What follows belongs to an exercise in optimizing a design on an open flow for small area, a short achievable clock period and few clock cycles; a production flow would make more cautious choices. At most, simulation tests tie the RTL to the original design; equivalence was not proved. For runs 1 and 3, only the layout was checked, not whether the RTL still works. No activity file was given, so power comes from the tool's default toggle rates.

$ cat flow/flow/run.sh
#!/bin/bash
# Standard layout, with the timing repair steps aiming for setup slack well
# above zero at the design's clock period.
set -euo pipefail
bash standard.sh SETUP_SLACK_MARGIN=11.5 finish > standard_make.log 2>&1
$ cat flow/standard.sh
#!/bin/bash
# synth_recipe.tcl (not shown) runs the flow's synth.tcl, then flattens the netlist and writes it again
# the make line also repeats each setting of config.mk as NAME=value (left out here)
make -C /OpenROAD-flow-scripts/flow DESIGN_CONFIG=/design/flow/config.mk WORK_HOME=/design/flow/orfs CLKGATE_MAP_FILE= SYNTH_SCRIPT=/design/flow/synth_recipe.tcl "${@:-finish}"
$ cat flow/config.mk
export PLATFORM = sky130hd
export DESIGN_NAME = crc_codeword_packer_unit
export DESIGN_NICKNAME = crc_codeword_packer_unit
export VERILOG_FILES = /design/flow/design.v
export SDC_FILE = /design/flow/constraint.sdc
export NUM_CORES = 4
export LEC_CHECK = 0
export ABC_CLOCK_PERIOD_IN_PS = 3000
export CAP_MARGIN = 20
export CORE_MARGIN = 2
export CORE_UTILIZATION = 55
export SLEW_MARGIN = 20
$ cat flow/constraint.sdc
create_clock -name core_clock -period 16.0 [get_ports {clock}]
set_input_delay 3.2000 -clock core_clock [delete_from_list [all_inputs] [get_ports {clock}]]
set_output_delay 3.2000 -clock core_clock [all_outputs]
set_load 0.01 [all_outputs]
$ cat flow/design.v
package ccp_pkg;
   localparam int GEN_MAX_LEN_DEF = 17;
   localparam int COUNT_WIDTH_DEF = 32;
   localparam int LEN_HARD_CAP = 17;
   localparam int CSR_DATA_W  = 32;
   localparam int CSR_INDEX_W = 2;
   localparam int POLY_W      = 17;
   localparam int GLEN_W      = 5;
   localparam int MSG_W       = 32;
   localparam int QUEUE_DEPTH_DEF = 2;
   localparam int PAD_W    = 4;
   localparam int CW_LEN_W = 6;
   typedef enum logic [CSR_INDEX_W-1:0] {
      CSR_DATAWORD_IS_BYTE = 2'd0,
      CSR_GEN_POLY         = 2'd1,
      CSR_GEN_LENGTH       = 2'd2,
      CSR_MESSAGE_BYTES    = 2'd3
   } csr_index_type;
   typedef struct packed {
      logic              dataword_is_byte;
      logic [POLY_W-1:0] gen_poly;
      logic [GLEN_W-1:0] gen_length;
      logic [MSG_W-1:0]  message_bytes;
   } cfg_type;
   typedef struct packed {
      logic                hdr;
      logic [PAD_W-1:0]    pad;
      logic                eom;
      logic [CW_LEN_W-1:0] cw_len;
   } job_ctl_type;
endpackage
module crc_codeword_packer_unit (
   input  logic        clock,
   input  logic        reset,
   input  logic        req_valid,
   output logic        req_ready,
   input  logic [7:0]  req_data_byte,
   output logic        rsp_valid,
   input  logic        rsp_ready,
   output logic [7:0]  rsp_out_byte,
   output logic        rsp_is_header,
   output logic        rsp_last_of_run,
   input  logic        csr_write_en,
   input  logic [1:0]  csr_index,
   input  logic [31:0] csr_wdata
);
   logic rst_ff;
   always_ff @(posedge clock) rst_ff <= reset;
   logic        isb;
   logic [15:0] poly;
   logic [4:0]  glen;
   logic [31:0] mreg;
   always_ff @(posedge clock) begin
      if (csr_write_en && csr_index == 2'd0)      isb <= csr_wdata[0];
      else if (rst_ff)                             isb <= 1'b1;
      if (csr_write_en && csr_index == 2'd1)      poly <= csr_wdata[15:0];
      else if (rst_ff)                             poly <= 16'd13;
      if (csr_write_en && csr_index == 2'd2)      glen <= csr_wdata[4:0];
      else if (rst_ff)                             glen <= 5'd4;
      if (csr_write_en && csr_index == 2'd3)      mreg <= csr_wdata;
      else if (rst_ff)                             mreg <= 32'd1;
   end
   logic [4:0]  r_c;
   logic [15:0] pal_c;
   always_comb begin
      if (glen == 5'd0)       r_c = 5'd0;
      else if (glen > 5'd17)  r_c = 5'd16;
      else                    r_c = glen - 5'd1;
      pal_c = 16'd0;
      for (int g = 2; g < 32; g++) begin
         if (glen == 5'(g)) pal_c = poly << ((g > 17) ? 0 : (17 - g));
      end
   end
   logic [7:0] cc;
   logic [7:0] qa;    
   logic [7:0] qn;
   always_comb begin
      cc = {pal_c[9], pal_c[10], pal_c[11], pal_c[12], pal_c[13], pal_c[14], pal_c[15], 1'b1};
      qa[0] = 1'b1;
      qa[1] = cc[1];
      qa[2] = cc[2] ^ cc[1];
      qa[3] = cc[3] ^ (cc[1] & cc[1]);
      qa[4] = cc[4] ^ (cc[2] & cc[1]) ^ cc[2];
      qa[5] = cc[5] ^ (cc[3] & cc[1]) ^ (cc[1] & cc[2]);
      qa[6] = cc[6] ^ (cc[4] & cc[1]) ^ (cc[2] & cc[2]) ^ cc[3];
      qa[7] = cc[7] ^ (cc[5] & cc[1]) ^ (cc[3] & cc[2]) ^ (cc[1] & cc[3]);
      qn[0] = qa[0];
      qn[1] = qa[1];
      qn[2] = qa[2];
      qn[3] = qa[3];
      qn[4] = qa[4] ^ cc[1];
      qn[5] = qa[5] ^ (qa[1] & cc[1]);
      qn[6] = qa[6] ^ (qa[2] & cc[1]);
      qn[7] = qa[7] ^ (qa[3] & cc[1]);
   end
   logic [15:0] pal;
   logic [4:0]  r;
   always_ff @(posedge clock) begin
      pal <= pal_c;
      r   <= r_c;
   end
   logic       rdy_ff;
   logic       acc_ff;
   logic       hv, tv;
   logic [7:0] hb, tb;
   logic       hhd;           
   logic       hph;           
   logic       heom, teom;    
   logic       hst, tst;      
   logic [31:0] cnt;
   logic        mopen;
   assign req_ready = rdy_ff;
   logic [32:0] cnt_p1;
   logic        eom_new;
   assign cnt_p1  = {1'b0, cnt} + 33'd1;
   assign eom_new = cnt_p1 >= {1'b0, mreg};
   wire h_fresh = acc_ff & ~tv;
   wire t_fresh = acc_ff & tv;
   wire h_eom   = h_fresh ? eom_new : heom;
   wire h_st    = h_fresh ? ~mopen  : hst;
   wire t_eom   = t_fresh ? eom_new : teom;
   wire t_st    = t_fresh ? ~mopen  : tst;
   wire h_nhdr  = h_st & ~hhd;
   logic [7:0]  hb_src;
   logic [7:0]  fb_src;
   logic [7:0]  hfb;
   logic [15:0] rem_hi;
   logic [15:0] rem_fin;
   always_comb begin
      for (int i = 0; i < 8; i++) begin
         fb_src[i] = hb_src[7-i];
         for (int j = 0; j < i; j++) begin
            if (i < 4 || j >= 4) fb_src[i] = fb_src[i] ^ (qn[i-j] & hb_src[7-j]);
            else                 fb_src[i] = fb_src[i] ^ (qn[i-j] & hb_src[7-j] & isb);
         end
      end
      rem_hi = 16'd0;
      for (int j = 0; j < 4; j++) rem_hi = rem_hi ^ ({16{hfb[j]}} & (pal << (3 - j)));
      rem_fin = {16{isb}} & (rem_hi << 4);
      for (int j = 4; j < 8; j++) rem_fin = rem_fin ^ ({16{hfb[j]}} & (pal << (7 - j)));
   end
   logic        nib_small;
   logic        p_final;
   logic [23:0] piece;
   logic [4:0]  plen;
   logic [6:0]  mx, my;
   logic [23:0] merged;
   always_comb begin
      nib_small = ~isb & (r < 5'd4);
      p_final   = isb | nib_small | hph;
      mx = {hb[7:4], rem_hi[15:13]};
      my = {hb[3:0], rem_fin[15:13]};
      merged = {mx, 17'd0} | ({my, 17'd0} >> (5'd4 + {3'd0, r[1:0]}));
      if (isb)            piece = {hb, rem_fin};
      else if (nib_small) piece = merged;
      else if (!hph)      piece = {hb[7:4], rem_hi, 4'd0};
      else                piece = {hb[3:0], rem_fin, 4'd0};
      if (isb)            plen = 5'd8 + r;
      else if (nib_small) plen = 5'd8 + {r[3:0], 1'b0};
      else                plen = 5'd4 + r;
   end
   logic [2:0] m3;
   logic [2:0] b8;
   logic [5:0] prod;
   logic [3:0] pad;
   always_comb begin
      m3   = (mreg == 32'd0) ? 3'd1 : mreg[2:0];
      b8   = isb ? r_c[2:0] : {r_c[1:0], 1'b0};
      prod = {3'd0, m3} * {3'd0, b8};
      pad  = 4'd8 - {1'b0, prod[2:0]};
   end
   logic [30:0] work;
   logic [4:0]  c;
   logic        vld, hdr, lst, fin;
   assign rsp_valid       = vld;
   assign rsp_out_byte    = work[30:23];
   assign rsp_is_header   = hdr;
   assign rsp_last_of_run = lst;
   logic [30:0] wn  [2];
   logic [4:0]  cn  [2];
   logic        hdn [2];
   logic        fnn [2];
   logic        ldh [2];
   logic        ldp [2];
   logic        upd [2];    
   for (genvar f = 0; f < 2; f++) begin : g_f
      logic [4:0]  c1;
      logic [30:0] w1;
      logic        room;
      logic [4:0]  sum;
      always_comb begin
         c1   = f ? (c - 5'd8) : c;
         w1   = f ? {work[22:0], 8'd0} : work;
         room = f ? (c < 5'd16) : (c < 5'd8);
         ldh[f] = hv & room & h_nhdr;
         ldp[f] = hv & room & ~h_nhdr;
         upd[f] = ~hv | (ldp[f] & p_final);
         sum    = c1 + plen;
         wn[f]  = w1;
         cn[f]  = c1;
         hdn[f] = f ? 1'b0 : hdr;
         fnn[f] = fin;
         if (ldh[f]) begin
            wn[f]  = {4'd0, pad, 23'd0};
            cn[f]  = 5'd8 + {1'b0, pad};
            hdn[f] = 1'b1;
            fnn[f] = 1'b0;
         end else if (ldp[f]) begin
            wn[f]  = w1 | ({piece, 7'd0} >> c[2:0]);
            cn[f]  = (p_final & h_eom) ? {sum[4:3], 3'd0} : sum;
            hdn[f] = 1'b0;
            fnn[f] = p_final;
         end
      end
   end
   wire idle_start = ~hv & (c == 5'd0) & ~mopen;
   wire accept     = req_valid & rdy_ff;
   wire byp        = accept & idle_start;
   logic [30:0] work_n;
   logic [4:0]  c_n;
   logic        hdr_n, fin_n, u, ld_hdr, ld_pc;
   logic [40:0] cand1, cand0, csel;
   assign cand0 = {wn[0], cn[0], hdn[0], fnn[0], upd[0], ldh[0], ldp[0]};
   assign cand1 = vld ? {wn[1], cn[1], hdn[1], fnn[1], upd[1], ldh[1], ldp[1]} : cand0;
   ccp_mux #(.W(41)) u_fire_mux (
      .sel (rsp_ready),
      .a1  (cand1),
      .a0  (cand0),
      .y   (csel)
   );
   assign {u, ld_hdr, ld_pc} = csel[2:0];
   ccp_hdr_ovr u_hdr_ovr (
      .byp    (byp),
      .pad    (pad),
      .work_i (csel[40:10]),
      .c_i    (csel[9:5]),
      .hdr_i  (csel[4]),
      .fin_i  (csel[3]),
      .work_o (work_n),
      .c_o    (c_n),
      .hdr_o  (hdr_n),
      .fin_o  (fin_n)
   );
   always_ff @(posedge clock) begin
      work <= work_n;
      if (rst_ff) begin
         c   <= 5'd0;
         hdr <= 1'b0;
         fin <= 1'b0;
         lst <= 1'b0;
      end else begin
         c   <= c_n;
         hdr <= hdr_n;
         fin <= fin_n;
         lst <= fin_n & (c_n < 5'd16);
      end
      if (reset || rst_ff) vld <= 1'b0;
      else                 vld <= (c_n >= 5'd8);
   end
   wire tv_n = ~u & (tv | accept);
   assign hb_src = tv ? tb : req_data_byte;
   always_ff @(posedge clock) begin
      if (reset) rdy_ff <= 1'b0;
      else       rdy_ff <= rst_ff | ~tv_n;
   end
   always_ff @(posedge clock) begin
      if (rst_ff) begin
         acc_ff <= 1'b0;
         hv     <= 1'b0;
         tv     <= 1'b0;
         cnt    <= 32'd0;
         mopen  <= 1'b0;
      end else begin
         acc_ff <= accept;
         if (acc_ff) begin
            cnt   <= eom_new ? 32'd0 : cnt_p1[31:0];
            mopen <= ~eom_new;
         end
         tv <= tv_n;
         hv <= ~u | tv | accept;
      end
      if (u) begin
         hfb <= fb_src;
         if (tv) begin
            hb   <= tb;
            heom <= t_eom;
            hst  <= t_st;
            hhd  <= 1'b0;
         end else begin
            hb   <= req_data_byte;
            hhd  <= byp;
         end
         hph <= 1'b0;
      end else begin
         heom <= h_eom;
         hst  <= h_st;
         if (ld_hdr) hhd <= 1'b1;
         if (ld_pc)  hph <= 1'b1;
      end
      if (tv) begin
         teom <= t_eom;
         tst  <= t_st;
      end else begin
         tb   <= req_data_byte;
      end
   end
endmodule
module ccp_mux #(
   parameter int W = 1
) (
   input  logic         sel,
   input  logic [W-1:0] a1,
   input  logic [W-1:0] a0,
   output logic [W-1:0] y
);
   assign y = sel ? a1 : a0;
endmodule
module ccp_hdr_ovr (
   input  logic        byp,
   input  logic [3:0]  pad,
   input  logic [30:0] work_i,
   input  logic [4:0]  c_i,
   input  logic        hdr_i,
   input  logic        fin_i,
   output logic [30:0] work_o,
   output logic [4:0]  c_o,
   output logic        hdr_o,
   output logic        fin_o
);
   assign work_o = byp ? {4'd0, pad, 23'd0} : work_i;
   assign c_o    = byp ? (5'd8 + {1'b0, pad}) : c_i;
   assign hdr_o  = byp | hdr_i;
   assign fin_o  = ~byp & fin_i;
endmodule
==> flow_summary.toml, run 1 <==
[drt]
drt_iter0_drc = 1344
drtAntennaViolNets = 0
met1_length_um = 18000
vias_per_cell = 6.05
via_count = 13000
wl_per_cell_um = 18.9
drt_pre_antenna_iters = 6
wl_um = 40700
highest_layer = "met4"
wl_met3_um = 2420
drc = 0
met2_wirelength_um = 19000

[synthesis]
synth_seq_cells = 182
yosys_warnings = 8
synth_seq_area_share_pct = 30.9
synth-edff-count = 74
synth_area_um2 = 14200
synth-main-ff-cell = "dfxtp_1"
synth.most_common_cell = "nand2_1"
yosysTopAreaCell = "edfxtp_1"
synth_common_cells = "nand2_1 (263), nor2_1 (158), xnor2_1 (126)"
synth_nets = 1872
avgSynthCellArea_um2 = 8.00
synthTopCellsByArea = "edfxtp_1 (16%), dfxtp_1 (15%), xnor2_1 (7.8%)"
yosysUniqueCellTypes = 92
netlist_instances = 1772
ys_async_sr_fraction_pct = 0
synth_top_area_share_pct = 15.7

[floorplanning]
initial_utilization_pct = 56.1
rows = 58
die_area_um2 = 27100
die_w_um = 165
placeableCoreArea_um2 = 25300
die-height_um = 165
pin_count = 59

[outcome]
status = "no timing/DRC/antenna violations"

[cts]
numClockSinks = 182
ctsLongestPathBuffers = 2
cts_inserted_buffers = 17
hold_buffers = 0
clk-insertion-delay-late_ns = 0.44
tritoncts = "yes"
clockRootBuffer = "clkbuf_16"
htreeDepth = 4
cts.clk_slew.worst_paths_ns = 0.08

[global_routing]
gr-usage-all-layers_pct = 29.7
antenna_found_initial = 0
grt_max_degree = 50
grt-ovfl-total = 0
grt_pass1_vias = 11900
grt_pass1_wl_um = 63700

[placed_design]
hpwl_um = 28300
placed_cell_area_um2 = 14800
place.port_buffers = 58
gp_congestion = 0.935

[hold_path]
hp-class = "register to register"
holdCritStartpoint = "rdy_ff"

[timing]
period_share_pct = 28.8
hold_viol = 0
rsz0062_at_grt = "true"
period_needed_ns = 4.61
max_clock_freq_mhz = 217
finalSetupViolCount = 0
fin_skew_ns = 0.0150
maxSlewHeadroom_pct = 30.8
tns_ns = 0
worst_pin_slew_ns = 1.03
final_max_slew_viol_count = 0

[pwr]
p_leak_nw = 6.36
power_mw = 1.65
ir_drop_mv = 0.0640
power.density_nw_per_um2 = 100

[critical_path]
r2r_start = "glen[0]"
worstSetupStartpointType = "input port"
slowest_stage = "a221oi_2"
path_cells = "dlygate4sd2_1, mux2i_4, buf_4, inv_2, nand3_1, o21ai_1, a221oi_2, o211a_1, o21ai_2, xor2_1"
critPathKind = "input port to register"
cp_max_fo = 6
cp-startpoint = "req_data_byte[4]"
cp.required_ns = 16.19
crit_path_end_kind = "register"
slowest_delay_ns = 0.34
cp.arrival_ns = 4.80

[cells_and_area]
drive_above_1_share_pct = 12.5
syn_to_final_growth_pct = 16.1
final_nets = 1912
final_cell_area_um2 = 16500
antenna_cells = 0

[run]
cap_viol_max_count = 0
==> layer usage <==
| layer | vias up | global-route usage, % |
|---|---|---|
| li1 | 6330 | - |
| met1 | 6060 | 40.1 |
| met2 | 523 | 49.2 |
| met3 | 116 | 4.12 |
| met4 | 0 | 10.0 |
| met5 | - | 0 |
==> area by class of cell <==
class                           instances  area (um^2)
Clock buffer                           18          429
Inverter                               78          309
Tap cell                              330          413
Timing Repair Buffer                  149         1390
Clock inverter                         14          163
Multi-Input combinational cell       1383         9350
Sequential cell                       182         4390
Fill cell                            2188         8800
Timing Repair inverter                  1         8.76
==> state kept, by name (all words and copies together), names as in the netlist, 5 cells and up <==
signal	count
mreg	32
r	5
hb	7
work	31
hfb	8
pal	16
glen	5
poly	16
cnt	32
c	5
tb	8
==> worst max-delay path, delay by kind of cell <==
family                    cells  cell delay, ns
AOI/OAI and AO/OA             4            0.68
xor gates and xnor gates      1            0.15
buffers and inverters         3            0.45
muxes                         1            0.24
and+or+nand+nor               1            0.07
==> repair_timing <==
item / 4_1_cts / 5_1_grt
buffers inserted: 51 / 20
resized for setup: 91 / 35
pin swaps: 38 / 30
endpoints found under the setup margin: 149 / 93
gates cloned: 4 / 3
==> logic make-up (layout without fill, tap and decap cells) <==
family,Yosys count,after routing,share of synthesized area [%]
and+or+nand+nor,691,694,22.9
AOI/OAI and AO/OA,398,398,19.3
buffers and inverters,210,260,6.28
DFF,182,182,30.9
xor gates and xnor gates,177,177,11.4
muxes,61,61,4.46
adders and majority gates,53,53,4.73
==> final timing paths <==
| path | slack [ns] | to | cells after the start |
|---|---|---|---|
| worst max-delay path | 11.39 | hfb[7] | 10 |
| worst min-delay path | 0.48 | acc_ff | 2 |
| worst max register to register | 11.44 | hfb[6] | 20 |
| worst min register to register | 0.48 | acc_ff | 2 |
==> cell usage in the layout, fill, tap and decap left out, drive strengths merged, types with 40 or more instances in the layout <==
| master | count |
|---|---|
| nand3 | 61 |
| buf | 91 |
| dfxtp | 108 |
| a21oi | 92 |
| ha | 52 |
| edfxtp | 74 |
| clkdlybuf4s50 | 40 |
| xor2 | 47 |
| mux2i | 53 |
| nand2 | 264 |
| inv | 80 |
| xnor2 | 128 |
| nor2 | 158 |
| and2 | 63 |
| o21ai | 80 |
==> where the power goes <==
group          internal, mW  switching [mW]  total (mW)  leakage (nW)
Clock                 0.223           0.208       0.431         0.279
Combinational         0.256           0.339       0.595          4.38
Sequential            0.540          0.0813       0.621          1.69
==> through the flow <==
step           utilization (%)  instances  worst slack (ns)  hold slack [ns]
2_1_floorplan                -       1772             11.14            0.443
3_3_place_gp              58.7       2045             10.17            0.474
3_5_place_dp              58.7       2045             10.11            0.479
4_1_cts                   63.8       2132             11.39            0.477
5_1_grt                   65.2       2155             11.30            0.488
6_report                  65.2       2155             11.39            0.477
==> run 2, diff against run 1 <==
--- a/flow/design.v
+++ b/flow/design.v
@@ -67,8 +67,5 @@
       else if (glen > 5'd17)  r_c = 5'd16;
       else                    r_c = glen - 5'd1;
-      pal_c = 16'd0;
-      for (int g = 2; g < 32; g++) begin
-         if (glen == 5'(g)) pal_c = poly << ((g > 17) ? 0 : (17 - g));
-      end
+      pal_c = (r_c == 5'd0) ? 16'd0 : (poly << (5'd16 - r_c));
    end
    logic [7:0] cc;
@@ -96,7 +93,9 @@
    logic [15:0] pal;
    logic [4:0]  r;
+   logic [7:1]  qc;
    always_ff @(posedge clock) begin
       pal <= pal_c;
       r   <= r_c;
+      qc  <= qn[7:1];
    end
    logic       rdy_ff;
@@ -106,18 +105,18 @@
    logic       hhd;           
    logic       hph;           
-   logic       heom, teom;    
    logic       hst, tst;      
    logic [31:0] cnt;
+   logic        cclr;          
    logic        mopen;
    assign req_ready = rdy_ff;
+   logic [31:0] cnt_e;
    logic [32:0] cnt_p1;
    logic        eom_new;
-   assign cnt_p1  = {1'b0, cnt} + 33'd1;
+   assign cnt_e   = cclr ? 32'd0 : cnt;
+   assign cnt_p1  = {1'b0, cnt_e} + 33'd1;
    assign eom_new = cnt_p1 >= {1'b0, mreg};
    wire h_fresh = acc_ff & ~tv;
    wire t_fresh = acc_ff & tv;
-   wire h_eom   = h_fresh ? eom_new : heom;
    wire h_st    = h_fresh ? ~mopen  : hst;
-   wire t_eom   = t_fresh ? eom_new : teom;
    wire t_st    = t_fresh ? ~mopen  : tst;
    wire h_nhdr  = h_st & ~hhd;
@@ -131,6 +130,6 @@
          fb_src[i] = hb_src[7-i];
          for (int j = 0; j < i; j++) begin
-            if (i < 4 || j >= 4) fb_src[i] = fb_src[i] ^ (qn[i-j] & hb_src[7-j]);
-            else                 fb_src[i] = fb_src[i] ^ (qn[i-j] & hb_src[7-j] & isb);
+            if (i < 4 || j >= 4) fb_src[i] = fb_src[i] ^ (qc[i-j] & hb_src[7-j]);
+            else                 fb_src[i] = fb_src[i] ^ (qc[i-j] & hb_src[7-j] & isb);
          end
       end
@@ -166,5 +165,5 @@
    always_comb begin
       m3   = (mreg == 32'd0) ? 3'd1 : mreg[2:0];
-      b8   = isb ? r_c[2:0] : {r_c[1:0], 1'b0};
+      b8   = isb ? r[2:0] : {r[1:0], 1'b0};
       prod = {3'd0, m3} * {3'd0, b8};
       pad  = 4'd8 - {1'b0, prod[2:0]};
@@ -208,5 +207,5 @@
          end else if (ldp[f]) begin
             wn[f]  = w1 | ({piece, 7'd0} >> c[2:0]);
-            cn[f]  = (p_final & h_eom) ? {sum[4:3], 3'd0} : sum;
+            cn[f]  = sum;
             hdn[f] = 1'b0;
             fnn[f] = p_final;
@@ -217,29 +216,26 @@
    wire accept     = req_valid & rdy_ff;
    wire byp        = accept & idle_start;
-   logic [30:0] work_n;
-   logic [4:0]  c_n;
-   logic        hdr_n, fin_n, u, ld_hdr, ld_pc;
-   logic [40:0] cand1, cand0, csel;
-   assign cand0 = {wn[0], cn[0], hdn[0], fnn[0], upd[0], ldh[0], ldp[0]};
-   assign cand1 = vld ? {wn[1], cn[1], hdn[1], fnn[1], upd[1], ldh[1], ldp[1]} : cand0;
-   ccp_mux #(.W(41)) u_fire_mux (
-      .sel (rsp_ready),
-      .a1  (cand1),
-      .a0  (cand0),
-      .y   (csel)
-   );
-   assign {u, ld_hdr, ld_pc} = csel[2:0];
-   ccp_hdr_ovr u_hdr_ovr (
-      .byp    (byp),
-      .pad    (pad),
-      .work_i (csel[40:10]),
-      .c_i    (csel[9:5]),
-      .hdr_i  (csel[4]),
-      .fin_i  (csel[3]),
-      .work_o (work_n),
-      .c_o    (c_n),
-      .hdr_o  (hdr_n),
-      .fin_o  (fin_n)
-   );
+   logic [30:0] work_s, work_n;
+   logic [4:0]  c_s, c_n;
+   logic        hdr_s, fin_s, u, ld_hdr, ld_pc;
+   logic        hdr_n_w, fin_n_w;
+   logic        vld_n, lst_n;
+   always_comb begin
+      if (vld && rsp_ready) begin
+         work_s = wn[1];  c_s = cn[1];  hdr_s = hdn[1];  fin_s = fnn[1];
+         u = upd[1];  ld_hdr = ldh[1];  ld_pc = ldp[1];
+      end else begin
+         work_s = idle_start ? 31'd0 : wn[0];
+         c_s = cn[0];  hdr_s = hdn[0];  fin_s = fnn[0];
+         u = upd[0];  ld_hdr = ldh[0];  ld_pc = ldp[0];
+      end
+      work_n = work_s;
+      work_n[26:23] = work_s[26:23] | ({4{byp}} & pad);
+      c_n    = c_s | ({5{byp}} & (5'd8 + {1'b0, pad}));
+      hdr_n_w = hdr_s | byp;
+      fin_n_w = fin_s & ~byp;
+      vld_n  = byp | (c_s >= 5'd8);
+      lst_n  = ~byp & fin_s & (c_s >= 5'd8) & (c_s < 5'd16);
+   end
    always_ff @(posedge clock) begin
       work <= work_n;
@@ -251,16 +247,18 @@
       end else begin
          c   <= c_n;
-         hdr <= hdr_n;
-         fin <= fin_n;
-         lst <= fin_n & (c_n < 5'd16);
+         hdr <= hdr_n_w;
+         fin <= fin_n_w;
+         lst <= lst_n;
       end
       if (reset || rst_ff) vld <= 1'b0;
-      else                 vld <= (c_n >= 5'd8);
+      else                 vld <= vld_n;
    end
    wire tv_n = ~u & (tv | accept);
    assign hb_src = tv ? tb : req_data_byte;
    always_ff @(posedge clock) begin
-      if (reset) rdy_ff <= 1'b0;
-      else       rdy_ff <= rst_ff | ~tv_n;
+      if (reset || rst_ff || (csr_write_en && (csr_index == 2'd1 || csr_index == 2'd2)))
+         rdy_ff <= 1'b0;
+      else
+         rdy_ff <= ~tv_n;
    end
    always_ff @(posedge clock) begin
@@ -269,10 +267,11 @@
          hv     <= 1'b0;
          tv     <= 1'b0;
-         cnt    <= 32'd0;
+         cclr   <= 1'b1;
          mopen  <= 1'b0;
       end else begin
          acc_ff <= accept;
          if (acc_ff) begin
-            cnt   <= eom_new ? 32'd0 : cnt_p1[31:0];
+            cnt   <= cnt_p1[31:0];
+            cclr  <= eom_new;
             mopen <= ~eom_new;
          end
@@ -284,5 +283,4 @@
          if (tv) begin
             hb   <= tb;
-            heom <= t_eom;
             hst  <= t_st;
             hhd  <= 1'b0;
@@ -293,5 +291,4 @@
          hph <= 1'b0;
       end else begin
-         heom <= h_eom;
          hst  <= h_st;
          if (ld_hdr) hhd <= 1'b1;
@@ -299,5 +296,4 @@
       end
       if (tv) begin
-         teom <= t_eom;
          tst  <= t_st;
       end else begin
@@ -306,29 +302,2 @@
    end
 endmodule
-module ccp_mux #(
-   parameter int W = 1
-) (
-   input  logic         sel,
-   input  logic [W-1:0] a1,
-   input  logic [W-1:0] a0,
-   output logic [W-1:0] y
-);
-   assign y = sel ? a1 : a0;
-endmodule
-module ccp_hdr_ovr (
-   input  logic        byp,
-   input  logic [3:0]  pad,
-   input  logic [30:0] work_i,
-   input  logic [4:0]  c_i,
-   input  logic        hdr_i,
-   input  logic        fin_i,
-   output logic [30:0] work_o,
-   output logic [4:0]  c_o,
-   output logic        hdr_o,
-   output logic        fin_o
-);
-   assign work_o = byp ? {4'd0, pad, 23'd0} : work_i;
-   assign c_o    = byp ? (5'd8 + {1'b0, pad}) : c_i;
-   assign hdr_o  = byp | hdr_i;
-   assign fin_o  = ~byp & fin_i;
-endmodule
==> run 2 against run 1 <==
Still clean on timing, DRC and antenna; via count fell by 19%; hold slack improved by 0.036 ns; sequential cell count up 5; critical path depth shrank 7; utilization fell by 2.3 points.
==> flow_summary.toml, run 2 <==
[critical_path]
worstSetupStartpointType = "input port"
slowest_delay_ns = 0.57
slowest_stage = "clkdlybuf4s50_1"
path_cells = "clkdlybuf4s50_1, ha_4, a21o_4"
cp.required_ns = 16.10
cp_max_fo = 33
cp.arrival_ns = 4.55
critPathKind = "input port to register"
crit_path_end_kind = "register"

[drt]
wl_um = 33400
via_count = 10500
vias_per_cell = 5.90
drc = 0
drtAntennaViolNets = 0
drt_pre_antenna_iters = 8
drt_iter0_drc = 943
wl_per_cell_um = 18.7

[global_routing]
grt_max_degree = 57
grt_pass1_wl_um = 54200
grt_pass1_vias = 9959
antenna_found_initial = 0
grt-ovfl-total = 0
gr-usage-all-layers_pct = 26.6

[cts]
ctsLongestPathBuffers = 2
htreeDepth = 4
hold_buffers = 0
cts_inserted_buffers = 17
numClockSinks = 187
tritoncts = "yes"
clk-insertion-delay-late_ns = 0.45
cts.clk_slew.worst_paths_ns = 0.08
clockRootBuffer = "clkbuf_16"

[synthesis]
yosysTopAreaCell = "edfxtp_1"
yosysUniqueCellTypes = 76
synth_seq_area_share_pct = 38.3
synth_common_cells = "nand2_1 (237), edfxtp_1 (131), xnor2_1 (107)"
synth_top_area_share_pct = 29.8
synth_nets = 1542
synth-edff-count = 131
yosys_warnings = 8
synth-main-ff-cell = "edfxtp_1"
ys_async_sr_fraction_pct = 0
netlist_instances = 1437
synth_seq_cells = 187
synth.most_common_cell = "nand2_1"
synthTopCellsByArea = "edfxtp_1 (30%), dfxtp_1 (8.5%), xnor2_1 (7.1%)"
avgSynthCellArea_um2 = 9.18
synth_area_um2 = 13200

[timing]
tns_ns = 0
final_max_slew_viol_count = 0
period_share_pct = 27.8
fin_skew_ns = 0.0208
worst_pin_slew_ns = 0.887
finalSetupViolCount = 0
maxSlewHeadroom_pct = 40.8
period_needed_ns = 4.45
max_clock_freq_mhz = 225
rsz0062_at_grt = "true"
hold_viol = 0

[floorplanning]
pin_count = 59
rows = 56
die-height_um = 159
initial_utilization_pct = 56.1
placeableCoreArea_um2 = 23500
die_w_um = 159
die_area_um2 = 25200

[cells_and_area]
drive_above_1_share_pct = 9.54
syn_to_final_growth_pct = 12.2
final_cell_mix = "nand2_1 (232), edfxtp_1 (131), xnor2_1 (107)"
final_nets = 1560
postLayoutCoreUtil_pct = 62.9
final_cell_area_um2 = 14800
top_regs = "cnt x32, mreg x32, work x31"
antenna_cells = 0
layout_commonest_cell = "nand2_1"

[placed_design]
placed_cell_area_um2 = 13900
gp_congestion = 0.882
hpwl_um = 24000
place.port_buffers = 58

[pwr]
p_leak_nw = 5.79
power.density_nw_per_um2 = 113
ir_drop_mv = 0.0908

[hold_path]
hp-class = "register to register"

[outcome]
status = "no timing/DRC/antenna violations"

[run]
cap_viol_max_count = 0
run 2: final timing paths:
kind | startpoint | end | slack, ns | depth (start not counted)
max | csr_index[0] | mreg[31] | 11.55 | 3
min | mopen | mopen | 0.51 | 2
max reg2reg | glen[0] | qc[7] | 11.82 | 15
min reg2reg | mopen | mopen | 0.51 | 2
run 2: stage by stage:
stage / std cells / worst slack, ns / power (mW) / hold slack [ns]
after CTS: 1781 / 11.42 / 1.67 / 0.509
after global placement: 1736 / 10.35 / 1.22 / 0.478
after detailed placement: 1736 / 10.28 / 1.23 / 0.480
final: 1787 / 11.55 / 1.67 / 0.513
after global routing: 1787 / 11.49 / 1.77 / 0.526
after floorplan: 1437 / 11.13 / 1.08 / 0.443
run 2: critical path, delay by kind of cell:
family,cells,cell delay [ns]
AO/OA/AOI/OAI,1,0.42
adder cells (fa/ha/maj),1,0.35
buffers and inverters,1,0.57
run 2: per-layer routing:
metal,vias to the layer above,GRT usage (%),routed length (um),part of all wire (%)
met4,0,5.25,342,1.0
met5,-,0,0,0
met3,31,3.84,1850,5.5
li1,5155,-,-,-
met1,5024,40.0,16300,49
met2,339,41.2,15000,45
run 2: timing repair:
action / in CTS / in global routing
resized for setup: 27 / 17
setup buffers: 12 / 4
cloned: 1 / 2
pin swaps: 6 / 2
endpoints found under the setup margin: 110 / 63
run 2: logic make-up after synthesis:
| logic type | synth area share (%) |
|---|---|
| multiplexers | 7.16 |
| XOR/XNOR | 12.0 |
| flip-flops | 38.3 |
| AND/OR/NAND/NOR | 19.5 |
| AO/OA/AOI/OAI | 12.8 |
| adder cells (fa/ha/maj) | 5.56 |
| buffers and inverters | 4.67 |
run 2: area by class of cell:
| type | count | area (um^2) |
|---|---|---|
| clock buffers | 17 | 425 |
| clock inverters | 15 | 196 |
| fillers | 2033 | 8740 |
| inverters | 60 | 230 |
| multi-input cells | 1100 | 7680 |
| flip-flops and latches | 187 | 5060 |
| well taps | 319 | 399 |
| repair buffers | 88 | 807 |
| repair inverters | 1 | 7.51 |
run 2: power by group:
group | internal, mW | switching, mW
combinational | 0.230 | 0.305
sequential | 0.600 | 0.0979
clock | 0.217 | 0.225
Testbench counts of run 2, summed over its fixed seeds: cycles 14,147.
==> run 3, diff against run 2 <==
--- a/flow/design.v
+++ b/flow/design.v
@@ -114,5 +114,5 @@
    logic        eom_new;
    assign cnt_e   = cclr ? 32'd0 : cnt;
-   assign cnt_p1  = {1'b0, cnt_e} + 33'd1;
+   assign cnt_p1  = {1'b0, cnt_e} + {32'd0, acc_ff};
    assign eom_new = cnt_p1 >= {1'b0, mreg};
    wire h_fresh = acc_ff & ~tv;
@@ -176,5 +176,4 @@
    assign rsp_is_header   = hdr;
    assign rsp_last_of_run = lst;
-   logic [30:0] wn  [2];
    logic [4:0]  cn  [2];
    logic        hdn [2];
@@ -183,29 +182,24 @@
    logic        ldp [2];
    logic        upd [2];    
+   logic [30:0] ps;
+   assign ps = {piece, 7'd0} >> c[2:0];
    for (genvar f = 0; f < 2; f++) begin : g_f
       logic [4:0]  c1;
-      logic [30:0] w1;
       logic        room;
-      logic [4:0]  sum;
       always_comb begin
          c1   = f ? (c - 5'd8) : c;
-         w1   = f ? {work[22:0], 8'd0} : work;
          room = f ? (c < 5'd16) : (c < 5'd8);
          ldh[f] = hv & room & h_nhdr;
          ldp[f] = hv & room & ~h_nhdr;
          upd[f] = ~hv | (ldp[f] & p_final);
-         sum    = c1 + plen;
-         wn[f]  = w1;
          cn[f]  = c1;
          hdn[f] = f ? 1'b0 : hdr;
          fnn[f] = fin;
          if (ldh[f]) begin
-            wn[f]  = {4'd0, pad, 23'd0};
             cn[f]  = 5'd8 + {1'b0, pad};
             hdn[f] = 1'b1;
             fnn[f] = 1'b0;
          end else if (ldp[f]) begin
-            wn[f]  = w1 | ({piece, 7'd0} >> c[2:0]);
-            cn[f]  = sum;
+            cn[f]  = c1 + plen;
             hdn[f] = 1'b0;
             fnn[f] = p_final;
@@ -223,11 +217,14 @@
    always_comb begin
       if (vld && rsp_ready) begin
-         work_s = wn[1];  c_s = cn[1];  hdr_s = hdn[1];  fin_s = fnn[1];
+         c_s = cn[1];  hdr_s = hdn[1];  fin_s = fnn[1];
          u = upd[1];  ld_hdr = ldh[1];  ld_pc = ldp[1];
+         work_s = {work[22:0], 8'd0};
       end else begin
-         work_s = idle_start ? 31'd0 : wn[0];
          c_s = cn[0];  hdr_s = hdn[0];  fin_s = fnn[0];
          u = upd[0];  ld_hdr = ldh[0];  ld_pc = ldp[0];
+         work_s = idle_start ? 31'd0 : work;
       end
+      if (ld_hdr)     work_s = {4'd0, pad, 23'd0};
+      else if (ld_pc) work_s = work_s | ps;
       work_n = work_s;
       work_n[26:23] = work_s[26:23] | ({4{byp}} & pad);
@@ -271,6 +268,6 @@
       end else begin
          acc_ff <= accept;
+         cnt <= cnt_p1[31:0];
          if (acc_ff) begin
-            cnt   <= cnt_p1[31:0];
             cclr  <= eom_new;
             mopen <= ~eom_new;
==> flow/flow/run.sh (replaced) <==
#!/bin/bash
# Standard layout, with the timing repair steps aiming for setup slack well
# above zero at the design's clock period, and clock tree synthesis without
# dummy loads.
set -euo pipefail
bash standard.sh SETUP_SLACK_MARGIN=11.5 \
  "CTS_ARGS=-sink_clustering_enable -repair_clock_nets -sink_clustering_size 30 -buf_list sky130_fd_sc_hd__clkbuf_8 -dont_use_dummy_load" \
  finish > standard_make.log 2>&1
--- a/flow/config.mk
+++ b/flow/config.mk
@@ -9,4 +9,6 @@
 export CAP_MARGIN = 20
 export CORE_MARGIN = 2
-export CORE_UTILIZATION = 55
+export CORE_UTILIZATION = 70
+export CTS_BUF_LIST = sky130_fd_sc_hd__clkbuf_8
+export CTS_CLUSTER_SIZE = 30
 export SLEW_MARGIN = 20
==> run 3 against run 2 <==
Wire length is 6.1% lower; final area shrank 6.0%; synthesized cell count down 2.7%; count of clock-buffer cells in the layout unchanged; first-iteration DRC count rose by 15%; maximum frequency decreased by 1.0%; combinational power grew 31%; cell count fell by 7.7%; hold slack got worse by 0.020 ns; non-clock buffer count is 4 lower.
==> flow_summary.toml, run 3 <==
[cells_and_area]
layout_commonest_cell = "nand2_1"
final_cell_mix = "nand2_1 (224), xnor2_1 (114), edfxtp_1 (104)"
syn_to_final_growth_pct = 9.49
drive_above_1_share_pct = 9.71
final_cell_area_um2 = 13900
top_regs = "cnt x32, mreg x32, work x31"
final_nets = 1529
antenna_cells = 0

[floorplanning]
die-height_um = 139
rows = 49
pin_count = 59
die_area_um2 = 19200
initial_utilization_pct = 71.0
die_w_um = 139
placeableCoreArea_um2 = 17900

[timing]
period_needed_ns = 4.50
maxSlewHeadroom_pct = 38.2
fin_skew_ns = 0.0371
whs_ns = 0.492
tns_ns = 0
period_share_pct = 28.1
finalSetupViolCount = 0
hold_viol = 0
layout_setup_ws_ns = 11.50
rsz0062_at_grt = "true"
worst_pin_slew_ns = 0.924
final_max_slew_viol_count = 0
max_clock_freq_mhz = 222

[synthesis]
synth_nets = 1504
muxShareOfSynthArea_pct = 8.24
avgSynthCellArea_um2 = 9.09
synth_seq_cells = 187
synth_compound_area_share_pct = 11.7
synthTopCellsByArea = "edfxtp_1 (25%), dfxtp_1 (13%), xnor2_1 (7.9%)"
synth-main-ff-cell = "edfxtp_1"
yosysTopAreaCell = "edfxtp_1"
yosysUniqueCellTypes = 78
netlist_instances = 1398
synth.most_common_cell = "nand2_1"
synth_area_um2 = 12700
synth_top_family_by_area = "simple AND/OR/NAND/NOR gates"
synth_seq_area_share_pct = 37.7
ys_async_sr_fraction_pct = 0
synth-edff-count = 104
synthAdderAreaFrac_pct = 5.87
synth_top_area_share_pct = 24.6
yosys_warnings = 7
synth_xor_area_share_pct = 12.3
synth-simple-area-share_pct = 19.7
synth_common_cells = "nand2_1 (232), xnor2_1 (115), edfxtp_1 (104)"

[pwr]
p_leak_nw = 5.59
power.density_nw_per_um2 = 116
ir_drop_mv = 0.111
power_mw = 1.62

[drt]
drc = 0
drt_iter0_drc = 1089
drtAntennaViolNets = 0
via_count = 10400
drt_pre_antenna_iters = 6
wl_per_cell_um = 19.0
wl_um = 31400
vias_per_cell = 6.30

[cts]
cts.clk_slew.worst_paths_ns = 0.09
ctsLongestPathBuffers = 2
htreeDepth = 4
clockRootBuffer = "clkbuf_8"
numClockSinks = 187
tritoncts = "yes"
hold_buffers = 0
clk-insertion-delay-late_ns = 0.49
cts_inserted_buffers = 17

[outcome]
status = "no timing/DRC/antenna violations"

[placed_design]
hpwl_um = 22700
dp_slack_ns = 9.79
place.port_buffers = 58
placed_cell_area_um2 = 13300
gp_congestion = 0.950

[global_routing]
antenna_found_initial = 0
grt_pass1_wl_um = 50800
grt_pass1_vias = 9749
grt-ovfl-total = 0
gr-usage-all-layers_pct = 32.8
grt_max_degree = 54

[critical_path]
critPathKind = "input port to register"
cp.arrival_ns = 4.84
cp.required_ns = 16.35
worstSetupStartpointType = "input port"
cp_max_fo = 5
crit_path_end_kind = "register"

[run]
cap_viol_max_count = 0

[hold_path]
hp-class = "register to register"
==> run 3: kinds of logic (layout without fill, tap and decap cells) <==
family | after synthesis | count (layout)
xor gates and xnor gates | 171 | 171
DFF | 187 | 187
muxes | 94 | 94
and+or+nand+nor | 531 | 532
buffers and inverters | 142 | 164
AOI/OAI and AO/OA | 214 | 214
adders and majority gates | 59 | 59
==> run 3: what timing repair did <==
| action | CTS | global route |
|---|---|---|
| resized for setup | 45 | 17 |
| pin swaps | 7 | 7 |
| gates cloned | 2 | 1 |
| endpoints found under the setup margin | 131 | 74 |
| buffers inserted | 14 | 5 |
==> run 3: per-layer routing <==
metal	GRT usage (%)	wire, um
met2	51.9	14500
met4	10.8	818
met1	46.2	13700
met5	0	0
met3	6.08	2380
==> run 3: layout make-up <==
type / instances / area (um^2)
Clock buffer: 17 / 234
Multi-Input combinational cell: 1070 / 7580
Sequential cell: 187 / 4790
Fill cell: 1319 / 3990
Tap cell: 229 / 287
Timing Repair Buffer: 84 / 777
Timing Repair inverter: 2 / 12.5
Inverter: 61 / 233
==> run 3: report_power, final <==
part           internal [mW]  switching (mW)  total, mW
clock network         0.0941           0.152      0.246
logic                  0.304           0.395      0.700
registers              0.573          0.0982      0.671
total                  0.971           0.645       1.62
==> run 3: worst max-delay path: stages <==
cell      delay (ns)
buf_8           0.10
and2_4          0.14
o21a_4          0.21
nor3_4          0.23
buf_8           0.13
nor2_4          0.06
nand2_4         0.11
nor2_4          0.07
a222oi_1        0.31
a21boi_2        0.21
o21ai_1         0.07
==> run 3: final timing paths <==
| check | startpoint | to | slack [ns] | depth (start not counted) |
|---|---|---|---|---|
| worst max register to register | cclr | cclr | 11.70 | 19 |
| worst min register to register | fin | fin | 0.49 | 2 |
| worst max-delay path | rsp_ready | work[25] | 11.50 | 11 |
| worst min-delay path | fin | fin | 0.49 | 2 |
==> run 3: metrics by stage <==
stage	utilization, %	cells
after floorplan	-	1398
after global placement	74.4	1610
after detailed placement	74.5	1611
after CTS	77.0	1644
after global routing	77.7	1650
final	77.7	1650
==> run 4, diff against run 3 <==
--- a/flow/design.v
+++ b/flow/design.v
@@ -208,31 +208,50 @@
    end
    wire idle_start = ~hv & (c == 5'd0) & ~mopen;
-   wire accept     = req_valid & rdy_ff;
-   wire byp        = accept & idle_start;
-   logic [30:0] work_s, work_n;
-   logic [4:0]  c_s, c_n;
-   logic        hdr_s, fin_s, u, ld_hdr, ld_pc;
-   logic        hdr_n_w, fin_n_w;
-   logic        vld_n, lst_n;
+   logic [30:0] wk [2];
+   logic        vl [2];
+   logic        ls [2];
    always_comb begin
-      if (vld && rsp_ready) begin
-         c_s = cn[1];  hdr_s = hdn[1];  fin_s = fnn[1];
-         u = upd[1];  ld_hdr = ldh[1];  ld_pc = ldp[1];
-         work_s = {work[22:0], 8'd0};
-      end else begin
-         c_s = cn[0];  hdr_s = hdn[0];  fin_s = fnn[0];
-         u = upd[0];  ld_hdr = ldh[0];  ld_pc = ldp[0];
-         work_s = idle_start ? 31'd0 : work;
+      wk[1] = ldh[1] ? {4'd0, pad, 23'd0} : ({work[22:0], 8'd0} | (ldp[1] ? ps : 31'd0));
+      wk[0] = ldh[0] ? {4'd0, pad, 23'd0} : idle_start ? 31'd0 : (work | (ldp[0] ? ps : 31'd0));
+      for (int f = 0; f < 2; f++) begin
+         vl[f] = cn[f] >= 5'd8;
+         ls[f] = fnn[f] & (cn[f] >= 5'd8) & (cn[f] < 5'd16);
       end
-      if (ld_hdr)     work_s = {4'd0, pad, 23'd0};
-      else if (ld_pc) work_s = work_s | ps;
-      work_n = work_s;
-      work_n[26:23] = work_s[26:23] | ({4{byp}} & pad);
-      c_n    = c_s | ({5{byp}} & (5'd8 + {1'b0, pad}));
-      hdr_n_w = hdr_s | byp;
-      fin_n_w = fin_s & ~byp;
-      vld_n  = byp | (c_s >= 5'd8);
-      lst_n  = ~byp & fin_s & (c_s >= 5'd8) & (c_s < 5'd16);
    end
+   logic [30:0] work_n;
+   logic [4:0]  c_n;
+   logic        hdr_n_w, fin_n_w, vld_n, lst_n, u, ld_hdr, ld_pc, accept, byp;
+   logic        tv_n, hv_n, rdy_n;
+   ccp_late u_late (
+      .rsp_ready (rsp_ready),
+      .req_valid (req_valid),
+      .vld       (vld),
+      .rdy       (rdy_ff),
+      .idle      (idle_start),
+      .tv        (tv),
+      .pad       (pad),
+      .wk1 (wk[1]),  .wk0 (wk[0]),
+      .cn1 (cn[1]),  .cn0 (cn[0]),
+      .hd1 (hdn[1]), .hd0 (hdn[0]),
+      .fn1 (fnn[1]), .fn0 (fnn[0]),
+      .vl1 (vl[1]),  .vl0 (vl[0]),
+      .ls1 (ls[1]),  .ls0 (ls[0]),
+      .up1 (upd[1]), .up0 (upd[0]),
+      .lh1 (ldh[1]), .lh0 (ldh[0]),
+      .lp1 (ldp[1]), .lp0 (ldp[0]),
+      .work_n (work_n),
+      .c_n    (c_n),
+      .hdr_n  (hdr_n_w),
+      .fin_n  (fin_n_w),
+      .vld_n  (vld_n),
+      .lst_n  (lst_n),
+      .u      (u),
+      .ld_hdr (ld_hdr),
+      .ld_pc  (ld_pc),
+      .accept (accept),
+      .byp    (byp),
+      .tv_n   (tv_n),
+      .hv_n   (hv_n)
+   );
    always_ff @(posedge clock) begin
       work <= work_n;
@@ -251,5 +270,4 @@
       else                 vld <= vld_n;
    end
-   wire tv_n = ~u & (tv | accept);
    assign hb_src = tv ? tb : req_data_byte;
    always_ff @(posedge clock) begin
@@ -274,5 +292,5 @@
          end
          tv <= tv_n;
-         hv <= ~u | tv | accept;
+         hv <= hv_n;
       end
       if (u) begin
@@ -299,2 +317,51 @@
    end
 endmodule
+module ccp_late (
+   input  logic        rsp_ready,
+   input  logic        req_valid,
+   input  logic        vld,
+   input  logic        rdy,
+   input  logic        idle,
+   input  logic        tv,
+   input  logic [3:0]  pad,
+   input  logic [30:0] wk1, wk0,
+   input  logic [4:0]  cn1, cn0,
+   input  logic        hd1, hd0,
+   input  logic        fn1, fn0,
+   input  logic        vl1, vl0,
+   input  logic        ls1, ls0,
+   input  logic        up1, up0,
+   input  logic        lh1, lh0,
+   input  logic        lp1, lp0,
+   output logic [30:0] work_n,
+   output logic [4:0]  c_n,
+   output logic        hdr_n,
+   output logic        fin_n,
+   output logic        vld_n,
+   output logic        lst_n,
+   output logic        u,
+   output logic        ld_hdr,
+   output logic        ld_pc,
+   output logic        accept,
+   output logic        byp,
+   output logic        tv_n,
+   output logic        hv_n
+);
+   wire fire = vld & rsp_ready;
+   assign accept = req_valid & rdy;
+   assign byp    = accept & idle;
+   always_comb begin
+      work_n = fire ? wk1 : wk0;
+      work_n[26:23] = (fire ? wk1[26:23] : wk0[26:23]) | ({4{byp}} & pad);
+      c_n    = (fire ? cn1 : cn0) | ({5{byp}} & (5'd8 + {1'b0, pad}));
+      hdr_n  = (fire ? hd1 : hd0) | byp;
+      fin_n  = (fire ? fn1 : fn0) & ~byp;
+      vld_n  = (fire ? vl1 : vl0) | byp;
+      lst_n  = (fire ? ls1 : ls0) & ~byp;
+      u      = fire ? up1 : up0;
+      ld_hdr = fire ? lh1 : lh0;
+      ld_pc  = fire ? lp1 : lp0;
+      tv_n   = ~u & (tv | accept);
+      hv_n   = ~u | tv | accept;
+   end
+endmodule
==> run 4 against run 3 <==
Still clean; final area down 0.12%; combinational power down 3.7%; sequential power down 0.9%; utilization down 0.62 points; non-clock buffer count down 6; cell count up 1.0%; clock power down 2%; critical endpoint is now hfb[7].
==> flow_summary.toml, run 4 <==
[outcome]
status = "no timing/DRC/antenna violations"

[cts]
cts.clk_slew.worst_paths_ns = 0.09
cts_inserted_buffers = 17
tritoncts = "yes"
clockRootBuffer = "clkbuf_8"
clk-insertion-delay-late_ns = 0.47
htreeDepth = 4
ctsLongestPathBuffers = 2
numClockSinks = 187

[timing]
final_max_slew_viol_count = 0
tns_ns = 0
worst_pin_slew_ns = 1.03
fin_skew_ns = 0.0446
finalSetupViolCount = 0
rsz0062_at_grt = "true"
maxSlewHeadroom_pct = 30.7
hold_viol = 0
max_clock_freq_mhz = 224
period_share_pct = 27.9
period_needed_ns = 4.47

[drt]
via_count = 10600
drt_iter0_drc = 989
wl_um = 30800
wl_per_cell_um = 18.5
drc = 0
vias_per_cell = 6.36
drtAntennaViolNets = 0
drt_pre_antenna_iters = 6

[critical_path]
crit_path_end_kind = "register"
r2r_start = "cclr"
path_cells = "clkdlybuf4s50_1, mux2_2, nand2_1, xor2_1, xnor3_1"
slowest_stage = "xnor3_1"
cp_max_fo = 5
cp.required_ns = 16.19
slowest_delay_ns = 0.42
critPathTopFamily = "XOR/XNOR gates"
cp-startpoint = "req_data_byte[2]"
critPathKind = "input port to register"
crit_buf_inv = 1
worstSetupStartpointType = "input port"
cp.arrival_ns = 4.66

[placed_design]
placed_cell_area_um2 = 13400
place.port_buffers = 58
hpwl_um = 22800
gp_congestion = 0.918

[global_routing]
grt-ovfl-total = 0
grt_pass1_vias = 10300
grt_max_degree = 54
grt_pass1_wl_um = 50000
antenna_found_initial = 0
gr-usage-all-layers_pct = 31.5

[floorplanning]
rows = 49
initial_utilization_pct = 71.4
die_area_um2 = 19500
pin_count = 59
die-height_um = 140
die_w_um = 140
placeableCoreArea_um2 = 18000

[synthesis]
ys_async_sr_fraction_pct = 0
avgSynthCellArea_um2 = 9.01
synth-main-ff-cell = "edfxtp_1"
synthTopCellsByArea = "edfxtp_1 (24%), dfxtp_1 (13%), xnor2_1 (8.1%)"
yosys_warnings = 20
synth_common_cells = "nand2_1 (241), xnor2_1 (119), edfxtp_1 (104)"
synth_seq_cells = 187
yosysTopAreaCell = "edfxtp_1"
synth_area_um2 = 12900
yosysUniqueCellTypes = 77
synth_nets = 1535
synth-edff-count = 104
synth_seq_area_share_pct = 37.2
synth_top_area_share_pct = 24.3
synth.most_common_cell = "nand2_1"
netlist_instances = 1429

[cells_and_area]
syn_to_final_growth_pct = 7.96
top_regs = "cnt x32, mreg x32, work x31"
final_cell_mix = "nand2_1 (231), xnor2_1 (119), edfxtp_1 (104)"
drive_above_1_share_pct = 6.88
final_nets = 1546
final_cell_area_um2 = 13900
layout_commonest_cell = "nand2_1"
nFillCells = 1292
antenna_cells = 0

[pwr]
p_leak_nw = 5.53
ir_drop_mv = 0.0911
power.density_nw_per_um2 = 114

[run]
cap_viol_max_count = 0

[hold_path]
holdCritStartpoint = "work[26]"
hp-class = "register to register"
## run 4: changes by cell type after synthesis, sizes merged, moves of 8 or more
cell,change
o221ai,+8
a22oi,-10
nand2,+9
o21ai,+10
nand4,+8
buf,+9
nor2,-11
## run 4: final timing paths
check,slack [ns],cells after the start,to
setup / recovery,11.53,5,hfb[7]
hold / removal,0.47,2,work[26]
hold reg to reg,0.47,2,work[26]
setup reg to reg,11.77,17,mopen
## run 4: kinds of logic (layout without fill, tap and decap cells)
group           count (synthesis)  in the layout  share of synthesized area, %
compound gates                240            240                          12.8
mux                            83             83                          7.65
fa+ha+maj                      59             59                          5.79
simple gates                  537            537                          19.8
flops                         187            187                          37.2
buf+inv                       152            161                          4.99
xor+xnor                      171            171                          11.8
## run 4: layout make-up
| class | count | area (um^2) | area share [%] |
|---|---|---|---|
| well taps | 229 | 287 | 2.06 |
| multi-input cells | 1090 | 7610 | 54.7 |
| repair inverters | 1 | 6.26 | 0.0450 |
| clock buffers | 17 | 234 | 1.68 |
| repair buffers | 78 | 722 | 5.19 |
| inverters | 65 | 258 | 1.85 |
| flip-flops and latches | 187 | 4780 | 34.4 |
## run 4: per-stage QoR
| step | power, mW | instances | utilization (%) | setup slack, ns | hold WS (ns) |
|---|---|---|---|---|---|
| final | 1.58 | 1667 | 77.1 | 11.53 | 0.473 |
| after global routing | 1.67 | 1667 | 77.1 | 11.47 | 0.506 |
| after CTS | 1.56 | 1664 | 76.6 | 11.43 | 0.473 |
| after detailed placement | 1.33 | 1638 | 74.6 | 10.42 | 0.458 |
| after global placement | 1.31 | 1638 | 74.6 | 10.51 | 0.443 |
| after floorplan | 1.17 | 1429 | - | 11.49 | 0.426 |
## run 4: routing by layer
layer,wire [um],up-vias,track usage (%)
li1,-,5071,-
met1,12700,5026,39.1
met2,15300,421,54.6
met3,1600,91,4.99
met4,1170,0,13.9
met5,0,-,0
## run 4: what timing repair did
action / in CTS / in global routing
pin swaps: 3 / 5
setup buffers: 8 / 3
setup endpoints to repair: 117 / 83
hold buffers: 0 / 0
gates resized for setup: 31 / 17
cloned: 1 / 0
## run 4: tightest hold or removal path: stages, from the launching register on
cell       delay (ns)
dfxtp_1          0.34
nand2_1          0.05
o2111ai_1        0.06
## run 4: where the power goes
part,internal [mW],switching (mW)
Clock,0.0942,0.145
Combinational,0.298,0.375
Sequential,0.569,0.0968
Total,0.961,0.618
Testbench counts of run 4, summed over its fixed seeds: cycles 14,147.
==> run 5, diff against run 4 <==
--- a/flow/design.v
+++ b/flow/design.v
@@ -106,14 +106,30 @@
    logic       hph;           
    logic       hst, tst;      
-   logic [31:0] cnt;
+   logic [31:0] n1;
    logic        cclr;          
    logic        mopen;
    assign req_ready = rdy_ff;
-   logic [31:0] cnt_e;
-   logic [32:0] cnt_p1;
+   logic [31:0] n1_p1;
+   logic        ge_raw;
    logic        eom_new;
-   assign cnt_e   = cclr ? 32'd0 : cnt;
-   assign cnt_p1  = {1'b0, cnt_e} + {32'd0, acc_ff};
-   assign eom_new = cnt_p1 >= {1'b0, mreg};
+   logic [31:0] tg [6];
+   logic [31:0] te [6];
+   always_comb begin
+      for (int i = 0; i < 32; i++) begin
+         tg[0][i] = n1[i] & ~mreg[i];
+         te[0][i] = ~(n1[i] ^ mreg[i]);
+      end
+      for (int l = 1; l < 6; l++) begin
+         tg[l] = '0;
+         te[l] = '0;
+         for (int i = 0; i < (32 >> l); i++) begin
+            tg[l][i] = tg[l-1][2*i+1] | (te[l-1][2*i+1] & tg[l-1][2*i]);
+            te[l][i] = te[l-1][2*i+1] & te[l-1][2*i];
+         end
+      end
+      ge_raw  = tg[5][0] | te[5][0];
+      eom_new = cclr ? (mreg[31:1] == 31'd0) : ge_raw;
+      n1_p1   = n1 + 32'd1;
+   end
    wire h_fresh = acc_ff & ~tv;
    wire t_fresh = acc_ff & tv;
@@ -286,6 +302,6 @@
       end else begin
          acc_ff <= accept;
-         cnt <= cnt_p1[31:0];
          if (acc_ff) begin
+            n1    <= cclr ? 32'd2 : n1_p1;
             cclr  <= eom_new;
             mopen <= ~eom_new;
--- a/flow/flow/run.sh
+++ b/flow/flow/run.sh
@@ -4,5 +4,5 @@
 # dummy loads.
 set -euo pipefail
-bash standard.sh SETUP_SLACK_MARGIN=11.5 \
+bash standard.sh SETUP_SLACK_MARGIN=11.3 \
   "CTS_ARGS=-sink_clustering_enable -repair_clock_nets -sink_clustering_size 30 -buf_list sky130_fd_sc_hd__clkbuf_8 -dont_use_dummy_load" \
   finish > standard_make.log 2>&1
==> run 5 against run 4 <==
Still clean on timing, DRC and antenna; sequential cell count is the same; power shrank 13%; clock skew fell by 0.0086 ns; critical path depth rose by 2; hold slack got worse by 0.0090 ns; combinational power decreased by 25%; critical path type unchanged.
==> flow_summary.toml, run 5 <==
[critical_path]
crit_top_cell = "nand2_1"
slowest_stage = "clkdlybuf4s50_1"
worstSetupStartpointType = "input port"
path_cells = "clkdlybuf4s50_1, mux2_4, nand2_1, xor2_2, xnor2_1, nand2_1, xnor3_1"
crit_path_end_kind = "register"
cp.arrival_ns = 4.81
slowest_delay_ns = 0.43
crit_buf_inv = 1
cp.required_ns = 16.18
critPathTopFamily = "XOR/XNOR gates"
cp_max_fo = 9
critPathKind = "input port to register"

[synthesis]
synth_seq_cells = 187
avgSynthCellArea_um2 = 8.87
synth_top_area_share_pct = 24.4
synth-simple-area-share_pct = 18.8
synth_xor_area_share_pct = 12.3
synth_area_um2 = 12800
yosysUniqueCellTypes = 74
synth_common_cells = "nand2_1 (245), xnor2_1 (111), edfxtp_1 (104)"
synth_seq_area_share_pct = 37.3
synth.most_common_cell = "nand2_1"
synth_nets = 1549
synth_compound_area_share_pct = 13.6
synthTopCellsByArea = "edfxtp_1 (24%), dfxtp_1 (13%), xnor2_1 (7.6%)"
synth_top_family_by_area = "simple AND/OR/NAND/NOR gates"
ys_async_sr_fraction_pct = 0
muxShareOfSynthArea_pct = 7.30
yosys_warnings = 24
synthAdderAreaFrac_pct = 5.72
netlist_instances = 1444
yosysTopAreaCell = "edfxtp_1"
synth-edff-count = 104
synth-main-ff-cell = "edfxtp_1"

[cells_and_area]
multi_input_area_um2 = 7470
final_cells = 1672
ff_latch_area_um2 = 4780
antenna_cells = 0
layout_commonest_cell = "nand2_1"
final_cell_area_um2 = 13700
syn_to_final_growth_pct = 6.91
final_nets = 1550
final_cell_mix = "nand2_1 (243), xnor2_1 (111), edfxtp_1 (104)"
nFillCells = 1378
top_regs = "mreg x32, n1 x32, work x31"
drive_above_1_share_pct = 6.03

[cts]
numClockSinks = 187
htreeDepth = 4
ctsLongestPathBuffers = 2
tritoncts = "yes"
hold_buffers = 0
clockRootBuffer = "clkbuf_8"
cts.clk_slew.worst_paths_ns = 0.08
clk-insertion-delay-late_ns = 0.47
cts_inserted_buffers = 17

[drt]
drc = 0
vias_per_cell = 6.30
wl_um = 31000
wl_per_cell_um = 18.6
drtAntennaViolNets = 0
drt_pre_antenna_iters = 5
drt_iter0_drc = 1027
via_count = 10500

[hold_path]
hp-class = "register to register"

[global_routing]
grt_pass1_wl_um = 50800
grt_max_degree = 57
grt-ovfl-total = 0
antenna_found_initial = 0
grt_pass1_vias = 10200
gr-usage-all-layers_pct = 32.3

[run]
cap_viol_max_count = 0

[floorplanning]
initial_utilization_pct = 71.3
pin_count = 59
die-height_um = 139
placeableCoreArea_um2 = 18000
die_area_um2 = 19400
die_w_um = 139
rows = 49

[pwr]
p_leak_nw = 5.28
ir_drop_mv = 0.0648
power.density_nw_per_um2 = 101

[placed_design]
gp_congestion = 0.958
placed_cell_area_um2 = 13400
place_inst = 1652
hpwl_um = 22900
place.port_buffers = 58

[timing]
maxSlewHeadroom_pct = 42.9
final_max_slew_viol_count = 0
fin_skew_ns = 0.0360
finalSetupViolCount = 0
hold_viol = 0
rsz0062_at_grt = "false"
period_needed_ns = 4.62
period_share_pct = 28.9
tns_ns = 0
max_clock_freq_mhz = 216
worst_pin_slew_ns = 0.853

[outcome]
status = "no timing/DRC/antenna violations"
## run 5: changes by cell type after synthesis, moves of 8 or more
cell / previous run / this run
xnor2_1: 119 / 111
mux2i_1: 56 / 65
clkbuf_1: 56 / 67
xor2_1: 50 / 60
nor2b_1: 21 / 8
nor2_1: 76 / 101
## run 5: final timing paths
kind                    startpoint      end  slack (ns)  depth (start not counted)
setup / recovery  req_data_byte[7]   hfb[7]       11.38                          7
hold / removal             work[6]  work[6]        0.46                          2
setup reg to reg           glen[0]    qc[7]       11.67                         14
hold reg to reg            work[6]  work[6]        0.46                          2
## run 5: timing repair
action	4_1_cts	5_1_grt
resized for setup	2	12
gates cloned	1	0
endpoints found under the setup margin	31	95
buffers inserted	2	0
endpoints found under the hold margin	0	0
pin swaps	2	1
## run 5: worst reg2reg max path, stage by stage (launching register included)
cell and delay (ns):
edfxtp_1 0.45, inv_1 0.14, ha_1 0.24, or3b_1 0.39, a32oi_2 0.21, buf_4 0.31, ha_1 0.71, mux4_1 0.41
mux2i_1 0.20, o22a_1 0.29, inv_1 0.15, ha_1 0.25, xnor2_1 0.20, xnor2_1 0.15, xnor2_1 0.09
## run 5: metrics by stage
stage	util, %	total power [mW]	setup slack, ns	hold WS (ns)
2_1_floorplan	-	1.01	11.32	0.426
3_3_place_gp	74.5	1.12	10.53	0.435
3_5_place_dp	74.5	1.13	10.50	0.445
4_1_cts	76.0	1.37	11.24	0.463
5_1_grt	76.3	1.45	11.28	0.476
6_report	76.3	1.38	11.38	0.464
## run 5: kinds of logic (layout without fill, tap and decap cells)
logic type | Yosys count | after routing
adders and majority gates | 58 | 58
xor gates and xnor gates | 174 | 174
DFF | 187 | 187
buffers and inverters | 154 | 152
AOI/OAI and AO/OA | 257 | 258
and+or+nand+nor | 526 | 526
muxes | 88 | 88
## run 5: metal layers
| metal | share of wire (%) | up-vias | global-route usage (%) |
|---|---|---|---|
| met5 | 0 | - | 0 |
| met2 | 50 | 383 | 55.8 |
| met4 | 3.3 | 0 | 12.4 |
| met3 | 5.5 | 82 | 4.92 |
| li1 | - | 5072 | - |
| met1 | 42 | 5001 | 41.0 |
## run 5: power breakdown
group / internal [mW] / leakage (nW) / switching, mW
Combinational: 0.217 / 3.39 / 0.286
Clock: 0.0942 / 0.122 / 0.149
Sequential: 0.553 / 1.77 / 0.0792
## run 5: cell type report
cell class,instances,share of cell area [%]
clock buffer,17,1.71
inverter,63,1.73
multi-input combinational,1104,54.5
sequential,187,34.9
tap,229,2.09
timing repair buffer,72,5.01
Testbench counts of run 5, summed over its fixed seeds: cycles 14,147.

[separate check: timing with driven ports]
The flow's constraints put no driver on any port. The routed layouts listed below were extracted and timed again, unchanged, in two steps. Step 1 sets driving cells, clkbuf_16 on the clock port and buf_2 on the other inputs (assumed; they add their load-dependent delay and slew). Step 2 adds t to the input delays and takes it off the output delays; t is the mean of the earliest and latest rising clock arrival at the registers after step 1. Input paths then give back, and output paths get back, about the clock's delay inside the block. Slacks: ideal ports / drivers / drivers and shift; pairs: ideal ports / drivers.
run	shift t [ns]	slack for setup (ns)	worst slew at a driven data input, ns
run 1	0.487	11.391 / 11.419 / 10.931	0.04
run 2	0.490	11.549 / 11.575 / 11.084	0.05
run 3	0.516	11.502 / 11.509 / 10.992	0.05
run 4	0.488	11.532 / 11.550 / 11.062	0.04
run 5	0.497	11.379 / 11.343 / 10.901	0.05
After both steps every run listed still meets setup and hold. The setup slack of run 3, which loses most, moves by +0.007 ns with the drivers and by -0.510 ns with both steps.
